Source: an optimization exercise on an open RTL-to-GDS flow (aim: small area). Production flows keep margins and buffers that such runs may drop. At most, simulation tests tie the RTL to the original design; equivalence was not proved. Power is estimated from default activity; no workload was simulated.

// gpio_top
module gpio_top #(
   parameter int          IO_NUM = 32,
   parameter logic [31:0] IO_VAL = '0
)
(
   input  wire                PCLK,
   input  wire                aresetn,
   input  wire                psel_i,
   input  wire                penable_i,
   input  wire                pwrite_i,
   input  wire  [7:0]         paddr_i,
   input  wire  [31:0]        pwdata_i,
   input  wire  [IO_NUM-1:0]  gpio_in_i,
   output logic [31:0]        prdata_o,
   output logic               pready_o,
   output logic               pslverr_o,
   output logic [IO_NUM-1:0]  int_o,
   output logic               int_or_o,
   output logic [IO_NUM-1:0]  gpio_out_o,
   output logic [IO_NUM-1:0]  gpio_oe_o
);
Settings: LEC_CHECK=0, CAP_MARGIN=20, CORE_MARGIN=2, CORE_UTILIZATION=40, SLEW_MARGIN=20, SYNTH_HIERARCHICAL=1, SYNTH_MINIMUM_KEEP_SIZE=0; clock period 8.0 ns.
standard.sh (not shown) runs the stock make flow with config.mk's settings and CLKGATE_MAP_FILE= SYNTH_SCRIPT=/design/flow/synth_recipe.tcl, a recipe that flattens the netlist after the stock synthesis.
==> flow/flow/run.sh <==
#!/bin/bash
# Standard ORFS layout, with combinational cells downsized before the
# floorplan, small port buffers and a lighter clock tree.
set -euo pipefail
W=$(pwd)
bash standard.sh \
  "PRE_FLOORPLAN_TCL=$W/flow/downsize.tcl" \
  "BUFFER_PORTS_ARGS=-buffer_cell sky130_fd_sc_hd__buf_1" \
  "CTS_ARGS=-sink_clustering_enable -repair_clock_nets -dont_use_dummy_load -buf_list {sky130_fd_sc_hd__clkbuf_4 sky130_fd_sc_hd__clkbuf_8}" \
  finish > standard.log 2>&1
==> flow/flow/downsize.tcl <==
# Before floorplanning: put every combinational cell in its smallest-area
# variant of the same function (synthesis picks larger drive strengths for
# an unknown load; timing repair later sizes up where the layout needs it).
set db [ord::get_db]
set block [ord::get_db_block]
set masters [dict create]
foreach lib [$db getLibs] {
  foreach m [$lib getMasters] {
    set n [$m getName]
    if {[regexp {^(sky130_fd_sc_hd__[a-z0-9]+)_([0-9]+)$} $n -> base sz]} {
      dict lappend masters $base $m
    }
  }
}
set swapped 0
foreach inst [$block getInsts] {
  set m [$inst getMaster]
  set n [$m getName]
  if {![regexp {^(sky130_fd_sc_hd__[a-z0-9]+)_([0-9]+)$} $n -> base sz]} { continue }
  # leave flip-flops, latches, clock and tie cells alone
  if {[regexp {__(df|edf|sdf|dl|clk|conb|tap|fill|decap|buf|dly)} $base]} { continue }
  set best $m
  set area [expr {[$m getWidth] * [$m getHeight]}]
  foreach c [dict get $masters $base] {
    set a [expr {[$c getWidth] * [$c getHeight]}]
    if {$a < $area} { set best $c; set area $a }
  }
  if {$best ne $m} {
    $inst swapMaster $best
    incr swapped
  }
}
puts "downsize: swapped $swapped instances to smaller variants"
The starting point finished with timing, DRC and antenna clean.
==> next run, changes <==
--- a/flow/flow/run.sh
+++ b/flow/flow/run.sh
@@ -9 +9 @@
-  "CTS_ARGS=-sink_clustering_enable -repair_clock_nets -dont_use_dummy_load -buf_list {sky130_fd_sc_hd__clkbuf_4 sky130_fd_sc_hd__clkbuf_8}" \
+  "CTS_ARGS=-sink_clustering_enable -repair_clock_nets -dont_use_dummy_load -buf_list {sky130_fd_sc_hd__clkbuf_8} -sink_clustering_size 15 -sink_clustering_max_diameter 100" \
Effect: Register-to-register slack is better by 0.02 ns. Maximum frequency goes up by 0.44%. Sequential power hardly moves. Worst setup slack improves by 0.026 ns. Core utilization falls by 1.3 points. Die area does not change.
No functional check of the RTL was part of any run of this note.

========
Another version of the RTL of gpio_top (not shown whole).
clock: 8.0 ns
lec_check: 0
cap_margin: 0
core_margin: 2
core_utilization: 40
slew_margin: 0
synth_hierarchical: 1
synth_minimum_keep_size: 0
==> flow/flow/run.sh <==
#!/bin/bash
# Standard ORFS layout, with combinational cells downsized before the
# floorplan, small port buffers and a lighter clock tree.
set -euo pipefail
W=$(pwd)
bash standard.sh \
  "PRE_FLOORPLAN_TCL=$W/flow/downsize.tcl" \
  "BUFFER_PORTS_ARGS=-buffer_cell sky130_fd_sc_hd__buf_1" \
  "CTS_ARGS=-sink_clustering_enable -repair_clock_nets -dont_use_dummy_load -buf_list {sky130_fd_sc_hd__clkbuf_8} -sink_clustering_size 15 -sink_clustering_max_diameter 100" \
  finish > standard.log 2>&1
Scripts as last shown in full above: flow/flow/downsize.tcl
The baseline completed with no timing, DRC or antenna violations.
Change:
==> flow/flow/run.sh (replaced) <==
#!/bin/bash
# Standard ORFS layout, with combinational cells downsized before the
# floorplan, small port buffers and a lighter clock tree.
set -euo pipefail
W=$(pwd)
bash standard.sh \
  "PRE_FLOORPLAN_TCL=$W/flow/downsize.tcl" \
  "BUFFER_PORTS_ARGS=-buffer_cell sky130_fd_sc_hd__buf_1" \
  "CTS_ARGS=-sink_clustering_enable -repair_clock_nets -dont_use_dummy_load -buf_list {sky130_fd_sc_hd__clkbuf_4} -sink_clustering_size 10 -sink_clustering_max_diameter 60" \
  finish > standard.log 2>&1
The new run passed the timing, DRC and antenna checks.
Routed wire length goes up by 0.63%.
Critical path depth does not change.
Design area goes down by 0.44%.
Die area does not change.
Setup slack loses 25 ps.
Sequential share of layout area goes up by 0.23 points.
Via count goes up by 1.0%.
Synthesized cell count does not change.
Change:
==> flow/flow/run.sh (replaced) <==
#!/bin/bash
# Standard ORFS layout, with combinational cells downsized before the
# floorplan, small port buffers and a lighter clock tree.
set -euo pipefail
W=$(pwd)
bash standard.sh \
  "PRE_FLOORPLAN_TCL=$W/flow/downsize.tcl" \
  "BUFFER_PORTS_ARGS=-buffer_cell sky130_fd_sc_hd__buf_1" \
  "CTS_ARGS=-sink_clustering_enable -repair_clock_nets -dont_use_dummy_load -buf_list {sky130_fd_sc_hd__clkbuf_8} -sink_clustering_size 15 -sink_clustering_max_diameter 100" \
  finish > standard.log 2>&1
CAP_MARGIN = 20   (was 0)
SLEW_MARGIN = 20   (was 0)
Result:
- fmax fell by 0.30%
- hold slack gets better by 47 ps
- clock power rose by about 9%

========
== run A ==
Another version of the RTL of gpio_top (not shown whole).
For scale: ~1600 cells after synthesis, ~210 I/O pins.
clock: 8.0 ns
lec_check: 0
cap_margin: 0
core_margin: 2
core_utilization: 50
gpl_timing_driven: 0
slew_margin: 0
synth_hierarchical: 1
synth_minimum_keep_size: 0
==> flow/flow/run.sh <==
#!/bin/bash
# Standard ORFS layout, with combinational cells downsized before the
# floorplan, small port buffers and a lighter clock tree.
set -euo pipefail
W=$(pwd)
bash standard.sh \
  "PRE_FLOORPLAN_TCL=$W/flow/downsize.tcl" \
  "BUFFER_PORTS_ARGS=-buffer_cell sky130_fd_sc_hd__buf_1" \
  "CTS_ARGS=-sink_clustering_enable -repair_clock_nets -dont_use_dummy_load -buf_list {sky130_fd_sc_hd__clkbuf_8} -sink_clustering_size 16 -sink_clustering_max_diameter 90" \
  finish > standard.log 2>&1
Scripts as last shown in full above: flow/flow/downsize.tcl
What run B does differently from run A at the input level:
Settings: CORE_UTILIZATION: 50 -> 55; GPL_TIMING_DRIVEN: 0 -> unset.
- Compared with run A, placement density in the core of run B is higher.
- As far as post-route setup TNS goes, run B and run A are indistinguishable; the numbers are identical.
- Placement-stage cell area, run B and run A, lower one = run B.
- Compared with run A, run B shows routed wire length lower by 1.1 mm.
- Run B against run A: number of vias per cell after detailed routing shows an increase of about 3%; global-route wire length before repair now smaller.
- Diff run A -> run B: post-layout minimum cycle time went down by 66 ps, number of global-route vias before repair went up by about 1.7%.
- Worst setup slack in run B vs run A: up 66 ps
- Average wire per standard cell (run B vs. run A) increases slightly
The following lists how run C was set up differently from run B:
Settings: CORE_UTILIZATION changed from 55 to 39.
Notes after the runs:
Comparing run C and run B, the lower placed wire-length estimate after detailed placement was measured on run B. Diff run B..run C | sequential power | negligible. As far as number of cells traversed by the worst register-to-register path goes, run C and run B are indistinguishable; the numbers are identical. The initial antenna violation count of run C exceeds that of run B by 1. Total power after layout (run C vs. run B) increases slightly. Clock network power consumption: run C vs run B, no meaningful difference. In terms of layout sequential cell count, run B and run C differ only marginally.
--- input diff run C..run D ---
Settings: CORE_UTILIZATION changed from 39 to 50.
Findings:
In run D relative to run C, final wirelength had gone down by a few percent. Est. power | run D vs run C | run D lower. Relative to run C, the fraction of met1 tracks used by global routing of run D is higher by 8.6 points. Switching part of the total power, run D and run C: smaller value in run D. Comparing run D and run C, via count is lower on run D. Run D vs. run C: number of stages on the worst setup path fell by 1; switching power fell by about 1.5%; non-clock buffer count in the final layout rose by about 1.8%; utilization rose by 12 points.
What run E does differently from run D at the input level:
Settings: a change of CORE_UTILIZATION from 50 to 45.
==> comparison <==
Relative to run D, via count of the first global-routing pass has increased by 135 in run E. Between run D and run E, area of the core increased. Compared with run D, run E shows die boundary width that has gone up by a few percent. Going from run D to run E, final non-filler cell total grows by 33. In run E the maximum number of pins on one net before global-route repair turned out about 100% higher than in run D. Post-layout utilization of the core, run E and run D: larger value in run D.

==> re-timing with driven ports <==
The flow's constraints put no driver on any port. The routed layouts listed below were extracted and timed again, unchanged, in two steps. Step 1 assumes that a clkbuf_16 drives the clock port and a buf_2 every other input. Step 2 times the ports against the registers' clock, not the clock port: input delays grow and output delays shrink by t, the midpoint of the rising clock arrivals with the driver on. a / b / c = no drivers / after step 1 / after step 2; a / b = the first two.
| run | shift t [ns] | setup slack, ns | clock arrival spread, ns |
|---|---|---|---|
| the first run of note 1 | 0.686 | 1.979 / 1.956 / 1.956 | 0.035 / 0.034 |
| the second run of note 1 | 0.673 | 2.006 / 1.982 / 1.982 | 0.021 / 0.021 |
| the first run of note 2 | 0.671 | 1.789 / 1.766 / 1.766 | 0.052 / 0.052 |
| the second run of note 2 | 0.867 | 1.764 / 1.741 / 1.741 | 0.099 / 0.099 |
| the third run of note 2 | 0.667 | 1.745 / 1.722 / 1.722 | 0.050 / 0.050 |
| run A | 0.645 | 1.768 / 1.740 / 1.740 | 0.083 / 0.083 |
| run B | 0.618 | 1.834 / 1.805 / 1.805 | 0.090 / 0.090 |
| run C | 0.666 | 1.728 / 1.708 / 1.708 | 0.049 / 0.050 |
| run D | 0.654 | 1.810 / 1.785 / 1.785 | 0.064 / 0.064 |
| run E | 0.657 | 1.887 / 1.864 / 1.864 | 0.054 / 0.054 |
After both steps setup and hold are still met in every run listed. For run B, which loses most, drivers alone change the setup slack by -0.029 ns; drivers and shift together by -0.029 ns.
